Background: an optimization exercise with open tools, aiming at small area. Do not read the settings as production practice. The RTL was checked by simulation tests, not by an equivalence proof against the original design. Power and IR drop assume default switching activity.

==> inputs of fjord <==
==> flow/design.v <==
module gsb_nor2  (input logic a, b, output logic y); assign y = ~(a | b); endmodule
module gsb_nand2 (input logic a, b, output logic y); assign y = ~(a & b); endmodule
module gsb_or2   (input logic a, b, output logic y); assign y = a | b;    endmodule
module gsb_xor2  (input logic a, b, output logic y); assign y = a ^ b;    endmodule
module gsb_inv   (input logic a,    output logic y); assign y = ~a;       endmodule
module gsb_aoi222 (
  input  logic a1, b1, a2, b2, a3, b3,
  output logic y
);
  assign y = ~((a1 & b1) | (a2 & b2) | (a3 & b3));
endmodule
module gsb_oai22 (input logic a, b, c, d, output logic y); assign y = ~((a | b) & (c | d)); endmodule
module gsb_rd32 (
  input  logic [31:0] ns,
  input  logic [31:0] d,
  input  logic        inv,
  output logic        y
);
  assign y = (&(ns | d)) ^ inv;
endmodule
module gsb_mux2i (input logic a0, a1, s, output logic y); assign y = ~(s ? a1 : a0); endmodule
module gsb_stage #(
  parameter int D   = 1,
  parameter bit INV = 1'b1
) (
  input  logic [31:0] x,
  input  logic        n, l, r, fill,
  output logic [31:0] y
);
  for (genvar i = 0; i < 32; i++) begin : g_b
    if (i < D && INV) begin : g_loi
      assign y[i] = ~((n & x[i]) | (r & x[i+D]) | l);
    end else if (i < D) begin : g_lo
      assign y[i] = ~((n & x[i]) | (r & x[i+D]));
    end else if (i + D > 31) begin : g_hi
      assign y[i] = ~((n & x[i]) | (l & x[i-D]) | (r & fill));
    end else begin : g_mid
      assign y[i] = ~((n & x[i]) | (l & x[i-D]) | (r & x[i+D]));
    end
  end
endmodule
module gpr_sb_file (
  input  logic        clk,
  input  logic        reset,
  input  logic [4:0]  ra_addr,
  output logic [31:0] ra_data,
  output logic        ra_busy,
  input  logic [4:0]  rb_addr,
  input  logic [4:0]  rb_shamt,
  input  logic [1:0]  rb_mode,
  output logic [31:0] rb_data,
  output logic        rb_busy,
  input  logic        rsv_en,
  input  logic [4:0]  rsv_addr,
  output logic        rsv_full,
  input  logic        we,
  input  logic [4:0]  wr_addr,
  input  logic [31:0] wr_data,
  output logic        wb_err
);
  logic              ph_q;
  logic [31:1][31:0] s_q;
  logic [31:1][1:0]  cnt_q;
  logic              wb_err_q;
  logic wr_ok, hit_a, hit_b, rsv_same;
  assign wr_ok    = we & (wr_addr != 5'd0);
  assign hit_a    = wr_ok & (wr_addr == ra_addr);
  assign hit_b    = wr_ok & (wr_addr == rb_addr);
  assign rsv_same = (rsv_addr == wr_addr);
  logic rsv_full_i, inc;
  assign inc = rsv_en & ~rsv_full_i;
  logic [3:0] pa_lo, pb_lo, pr_lo, pw_lo, nu_lo, nd_lo;
  logic [7:0] pa_hi, pb_hi, pr_hi, pw_hi, nu_hi, nd_hi;
  for (genvar i = 0; i < 4; i++) begin : g_plo
    assign pa_lo[i] = (ra_addr[1:0]  == i) & ~hit_a;
    assign pb_lo[i] = (rb_addr[1:0]  == i);
    assign pr_lo[i] = (rsv_addr[1:0] == i);
    assign pw_lo[i] = (wr_addr[1:0]  == i) & we;
    assign nu_lo[i] = ~((rsv_addr[1:0] == i) & inc);
    assign nd_lo[i] = ~((wr_addr[1:0]  == i) & we);
  end
  for (genvar j = 0; j < 8; j++) begin : g_phi
    assign pa_hi[j] = (ra_addr[4:2]  == j);
    assign pb_hi[j] = (rb_addr[4:2]  == j);
    assign pr_hi[j] = (rsv_addr[4:2] == j);
    assign pw_hi[j] = (wr_addr[4:2]  == j);
    assign nu_hi[j] = ~(rsv_addr[4:2] == j);
    assign nd_hi[j] = ~(wr_addr[4:2]  == j);
  end
  logic [31:0] nsel_a, nsel_ah, nsel_r, nsel_w;
  logic [31:1] nsel_b, nsel_bh;    
  assign nsel_a[0]  = ~hit_a;
  assign nsel_ah[0] = ~hit_a;
  assign nsel_r[0] = nsel_r[1];
  assign nsel_w[0] = nsel_w[1];
  logic [31:0] cnt1_all, cnt0_all;
  logic [31:1] z_all;
  logic r1, r0, w1, w0;
  assign cnt1_all[0] = cnt1_all[1];
  assign cnt0_all[0] = cnt0_all[1];
  gsb_rd32 u_r1 (.ns(nsel_r), .d(cnt1_all), .inv(1'b0), .y(r1));
  gsb_rd32 u_r0 (.ns(nsel_r), .d(cnt0_all), .inv(1'b0), .y(r0));
  gsb_rd32 u_w1 (.ns(nsel_w), .d(cnt1_all), .inv(1'b0), .y(w1));
  gsb_rd32 u_w0 (.ns(nsel_w), .d(cnt0_all), .inv(1'b0), .y(w0));
  assign rsv_full_i = r1 & r0 & (rsv_addr != 5'd0);
  assign rsv_full   = rsv_full_i;
  logic pair, w_zero, orphan;
  assign pair   = inc & wr_ok & rsv_same;
  assign w_zero = ~(w1 | w0);
  assign orphan = wr_ok & w_zero & ~pair;
  logic nr1, nr0, nw1, nw0;
  assign nr0 = pair ? r0 : ~r0;
  assign nr1 = pair ? r1 : (r1 ^ r0);
  assign nw0 = pair ? w0 : (~w0 & ~w_zero);
  assign nw1 = pair ? w1 : (w1 & w0);
  always_ff @(posedge clk) begin
    if (reset) wb_err_q <= 1'b0;
    else       wb_err_q <= wb_err_q | orphan;
  end
  assign wb_err = wb_err_q;
  logic [31:0] fwp_l, fwp_h;
  logic        nrst;
  for (genvar b = 0; b < 32; b++) begin : g_fwp
    gsb_xor2 u_l (.a(wr_data[b]), .b(ph_q), .y(fwp_l[b]));
    gsb_xor2 u_h (.a(wr_data[b]), .b(ph_q), .y(fwp_h[b]));
  end
  assign nrst = ~reset;
  always_ff @(posedge clk) ph_q <= ~(ph_q | reset);
  for (genvar r = 1; r < 32; r++) begin : g_row
    localparam int LO = r % 4;
    localparam int HI = r / 4;
    logic up, dn, h, a1, a0, n1, n0, wen_l, nwen_l, wen_h, nwen_h;
    logic [31:0] s_d, fwp;
    assign fwp = (r < 16) ? fwp_l : fwp_h;
    gsb_nor2  u_up (.a(nu_lo[LO]), .b(nu_hi[HI]), .y(up));
    gsb_nor2  u_dn (.a(nd_lo[LO]), .b(nd_hi[HI]), .y(dn));
    gsb_nor2  u_h  (.a(up), .b(dn), .y(h));
    gsb_inv   u_sw (.a(dn), .y(nsel_w[r]));
    gsb_nand2 u_sr (.a(pr_lo[LO]), .b(pr_hi[HI]), .y(nsel_r[r]));
    gsb_nand2 u_sa  (.a(pa_lo[LO]), .b(pa_hi[HI]), .y(nsel_a[r]));
    gsb_nand2 u_sah (.a(pa_lo[LO]), .b(pa_hi[HI]), .y(nsel_ah[r]));
    gsb_nand2 u_sb  (.a(pb_lo[LO]), .b(pb_hi[HI]), .y(nsel_b[r]));
    gsb_nand2 u_sbh (.a(pb_lo[LO]), .b(pb_hi[HI]), .y(nsel_bh[r]));
    gsb_aoi222 u_a1 (.a1(up), .b1(nr1), .a2(dn), .b2(nw1), .a3(h), .b3(cnt_q[r][1]), .y(a1));
    gsb_aoi222 u_a0 (.a1(up), .b1(nr0), .a2(dn), .b2(nw0), .a3(h), .b3(cnt_q[r][0]), .y(a0));
    gsb_nor2   u_n1 (.a(reset), .b(a1), .y(n1));
    gsb_nor2   u_n0 (.a(reset), .b(a0), .y(n0));
    gsb_nor2   u_z  (.a(cnt_q[r][1]), .b(cnt_q[r][0]), .y(z_all[r]));
    assign cnt1_all[r] = cnt_q[r][1];
    assign cnt0_all[r] = cnt_q[r][0];
    always_ff @(posedge clk) cnt_q[r] <= {n1, n0};
    gsb_or2   u_we  (.a(reset), .b(dn), .y(wen_l));
    gsb_nand2 u_wn  (.a(dn), .b(nrst), .y(nwen_l));
    gsb_or2   u_weh (.a(reset), .b(dn), .y(wen_h));
    gsb_nand2 u_wnh (.a(dn), .b(nrst), .y(nwen_h));
    for (genvar b = 0; b < 32; b++) begin : g_bit
      if (b < 16) begin : g_l
        gsb_oai22 u_c (.a(nwen_l), .b(fwp[b]), .c(wen_l), .d(s_q[r][b]), .y(s_d[b]));
      end else begin : g_h
        gsb_oai22 u_c (.a(nwen_h), .b(fwp[b]), .c(wen_h), .d(s_q[r][b]), .y(s_d[b]));
      end
    end
    always_ff @(posedge clk) s_q[r] <= s_d;
  end
  logic inv_a, inv_b;
  logic [31:0] b_n;
  assign inv_a = ph_q | (ra_addr == 5'd0);
  assign inv_b = ph_q | (rb_addr == 5'd0);
  for (genvar b = 0; b < 32; b++) begin : g_rd
    logic [31:0] d;
    assign d[0] = fwp_h[b];
    for (genvar r = 1; r < 32; r++) begin : g_d
      assign d[r] = s_q[r][b];
    end
    gsb_rd32 u_a (.ns(b < 16 ? nsel_a : nsel_ah), .d(d), .inv(inv_a), .y(ra_data[b]));
    logic b_t;
    gsb_rd32  u_b (.ns({b < 16 ? nsel_b : nsel_bh, b < 16 ? nsel_b[1] : nsel_bh[1]}),
                   .d({d[31:1], d[1]}), .inv(inv_b), .y(b_t));
    gsb_mux2i u_f (.a0(b_t), .a1(wr_data[b]), .s(hit_b), .y(b_n[b]));
  end
  logic [31:0] zb;
  assign zb[0]    = ~w1;
  assign zb[31:1] = z_all[31:1];
  gsb_rd32 u_bsa (.ns(nsel_a), .d(zb), .inv(1'b1), .y(ra_busy));
  logic b_nz;
  gsb_rd32 u_bsb (.ns({nsel_b, nsel_b[1]}), .d({z_all[31:1], z_all[1]}), .inv(1'b1), .y(b_nz));
  assign rb_busy = hit_b ? w1 : b_nz;
  logic [5:0][31:0] st;
  logic nsra;
  assign st[0] = b_n;
  assign nsra  = ~(rb_mode == 2'd3);
  for (genvar k = 0; k < 5; k++) begin : g_st
    localparam bit INV = (k % 2 == 0);    
    logic l, r, n, fill;
    assign l = (rb_mode == 2'd1) & rb_shamt[k];
    assign r = rb_mode[1] & rb_shamt[k];
    assign n = ~(l | r);
    if (INV) begin : g_fn
      gsb_or2  u_f (.a(nsra), .b(b_n[31]), .y(fill));
    end else begin : g_ft
      gsb_nor2 u_f (.a(nsra), .b(b_n[31]), .y(fill));
    end
    gsb_stage #(.D(1 << k), .INV(INV)) u_st (
      .x(st[k]), .n(n), .l(l), .r(r), .fill(fill), .y(st[k+1]));
  end
  assign rb_data = st[5];
endmodule
==> flow/flow/run.sh <==
#!/bin/bash
# Layout: the standard ORFS flow (standard synthesis, floorplan, placement,
# CTS, routing), with two changes to how the layout is made:
#  - the port buffers are sky130_fd_sc_hd__buf_2 instead of the delay cell the
#    flow picks by default;
#  - the clock tree uses clkbuf_16 with larger sink clusters and no dummy loads.
# ORFS writes each tool's log under orfs/logs; make's own output goes to
# standard.log in the work folder.
set -euo pipefail
cd "$(dirname "$0")/.."
bash standard.sh \
  "BUFFER_PORTS_ARGS=-buffer_cell sky130_fd_sc_hd__buf_2" \
  "CTS_ARGS=-sink_clustering_enable -repair_clock_nets -dont_use_dummy_load -buf_list sky130_fd_sc_hd__clkbuf_16 -sink_clustering_size 20 -sink_clustering_max_diameter 60" \
  finish > standard.log 2>&1
==> flow/standard.sh <==
#!/bin/bash
# synth_recipe.tcl (not shown) runs the flow's synth.tcl, then flattens the netlist and writes it again
# the make line also repeats each setting of config.mk as NAME=value (left out here)
make -C /OpenROAD-flow-scripts/flow DESIGN_CONFIG=/design/flow/config.mk WORK_HOME=/design/flow/orfs CLKGATE_MAP_FILE= SYNTH_SCRIPT=/design/flow/synth_recipe.tcl "${@:-finish}"
==> flow/config.mk <==
export PLATFORM = sky130hd
export DESIGN_NAME = gpr_sb_file
export DESIGN_NICKNAME = gpr_sb_file
export VERILOG_FILES = /design/flow/design.v
export SDC_FILE = /design/flow/constraint.sdc
export NUM_CORES = 4
export LEC_CHECK = 0
export CAP_MARGIN = 20
export CELL_PAD_IN_SITES_DETAIL_PLACEMENT = 1
export CELL_PAD_IN_SITES_GLOBAL_PLACEMENT = 1
export CORE_MARGIN = 2
export CORE_UTILIZATION = 50
export SETUP_SLACK_MARGIN = 0.25
export SLEW_MARGIN = 20
export SYNTH_HIERARCHICAL = 1
export SYNTH_MINIMUM_KEEP_SIZE = 0
==> flow/constraint.sdc <==
create_clock -name core_clock -period 10.0 [get_ports {clk}]
set_input_delay 2.0000 -clock core_clock [delete_from_list [all_inputs] [get_ports {clk}]]
set_output_delay 2.0000 -clock core_clock [all_outputs]
set_load 0.01 [all_outputs]
==> harbor (differences from fjord) <==
--- a/flow/flow/run.sh
+++ b/flow/flow/run.sh
@@ -11,4 +11,4 @@
 bash standard.sh \
   "BUFFER_PORTS_ARGS=-buffer_cell sky130_fd_sc_hd__buf_2" \
-  "CTS_ARGS=-sink_clustering_enable -repair_clock_nets -dont_use_dummy_load -buf_list sky130_fd_sc_hd__clkbuf_16 -sink_clustering_size 20 -sink_clustering_max_diameter 60" \
+  "CTS_ARGS=-sink_clustering_enable -repair_clock_nets -dont_use_dummy_load -buf_list sky130_fd_sc_hd__clkbuf_16 -sink_clustering_size 16 -sink_clustering_max_diameter 50" \
   finish > standard.log 2>&1
Settings changed: CORE_UTILIZATION 50 to 45.
==> summary of the runs <==
Of fjord and harbor, harbor has the higher critical path depth (gap 2).
Between harbor and fjord, the lower sequential share of layout area is in harbor (gap 0.65 points).
Between harbor and fjord, the lower clock power is in fjord (gap about 22%, measured against fjord).
In combinational power, fjord and harbor hardly differ.
Synthesized cell count is the same in fjord and harbor.
Sequential power is about the same in harbor and fjord.
Of harbor and fjord, fjord has the higher via count (gap 2.5%, measured against fjord).
Between fjord and harbor, the lower first-iteration DRC count is in harbor (gap 18%, measured against harbor).
harbor passed the timing, DRC and antenna checks. fjord finished with timing, DRC and antenna clean.
==> figures <==
|  | harbor | fjord |
|---|---|---|
| Min Hold Slack | 474 ps | 466 ps |
| Die Y-Extent | 315 um | 299 um |
| Destination of the critical timing path | rb_data[25] | rb_data[31] |
| Number of buffers created by CTS | 121 | 88 |
| Internal portion of total power | 7240 uW | 6690 uW |
| Reg2reg end | cnt_q[11]$_DFF_P_ | s_q[395]$_DFF_P_ |
| Run status | no timing/DRC/antenna violations | no timing/DRC/antenna violations |
| Tightest slew margin relative to the limit | 0.0852 | 0.143 |
| Die boundary width | 315 um | 299 um |
| Area of the multi-input gates | 22,500 sq um | 22,600 sq um |
| Worst setup slack after layout | 142 ps | 144 ps |
| Met1 routing resource usage after global routing | 0.590 | 0.628 |
| Post-detailed-routing wire length | 241,000 um | 242,000 um |
| Met2 demand-to-capacity share in global routing | 0.680 | 0.746 |
| Layout cells sized above 1 | 0.123 | 0.121 |
| Routed length per placed instance | 38.2 um | 39.2 um |
| Ant diodes | 3 | 11 |

## what the ideal ports hide
In the flow no input, the clock included, has a driving cell. The finished layouts below were timed again as built, in two steps. Step 1: set_driving_cell puts a clkbuf_16 on clk and a buf_2 on each other input, an assumption about the parent block. Step 2 adds t to the input delays and takes it off the output delays; t is the mean of the earliest and latest rising clock arrival at the registers after step 1. Input paths then give back, and output paths get back, about the clock's delay inside the block. a / b / c = ideal ports / drivers / drivers and shift; a / b = the first two.
run | t (ns) | slack for setup (ns) | slew at the worst register clock pin (ns) | worst slew at a driven data input, ns | pins driven straight from the clock port
fjord | 0.745 | 0.144 / 0.122 / 0.122 | 0.09 / 0.09 | 0.08 | 1
harbor | 0.773 | 0.142 / 0.116 / 0.116 | 0.07 / 0.07 | 0.07 | 1
After both steps setup and hold are still met in every run listed. For harbor, which loses most, drivers alone change the setup slack by -0.026 ns; drivers and shift together by -0.026 ns.
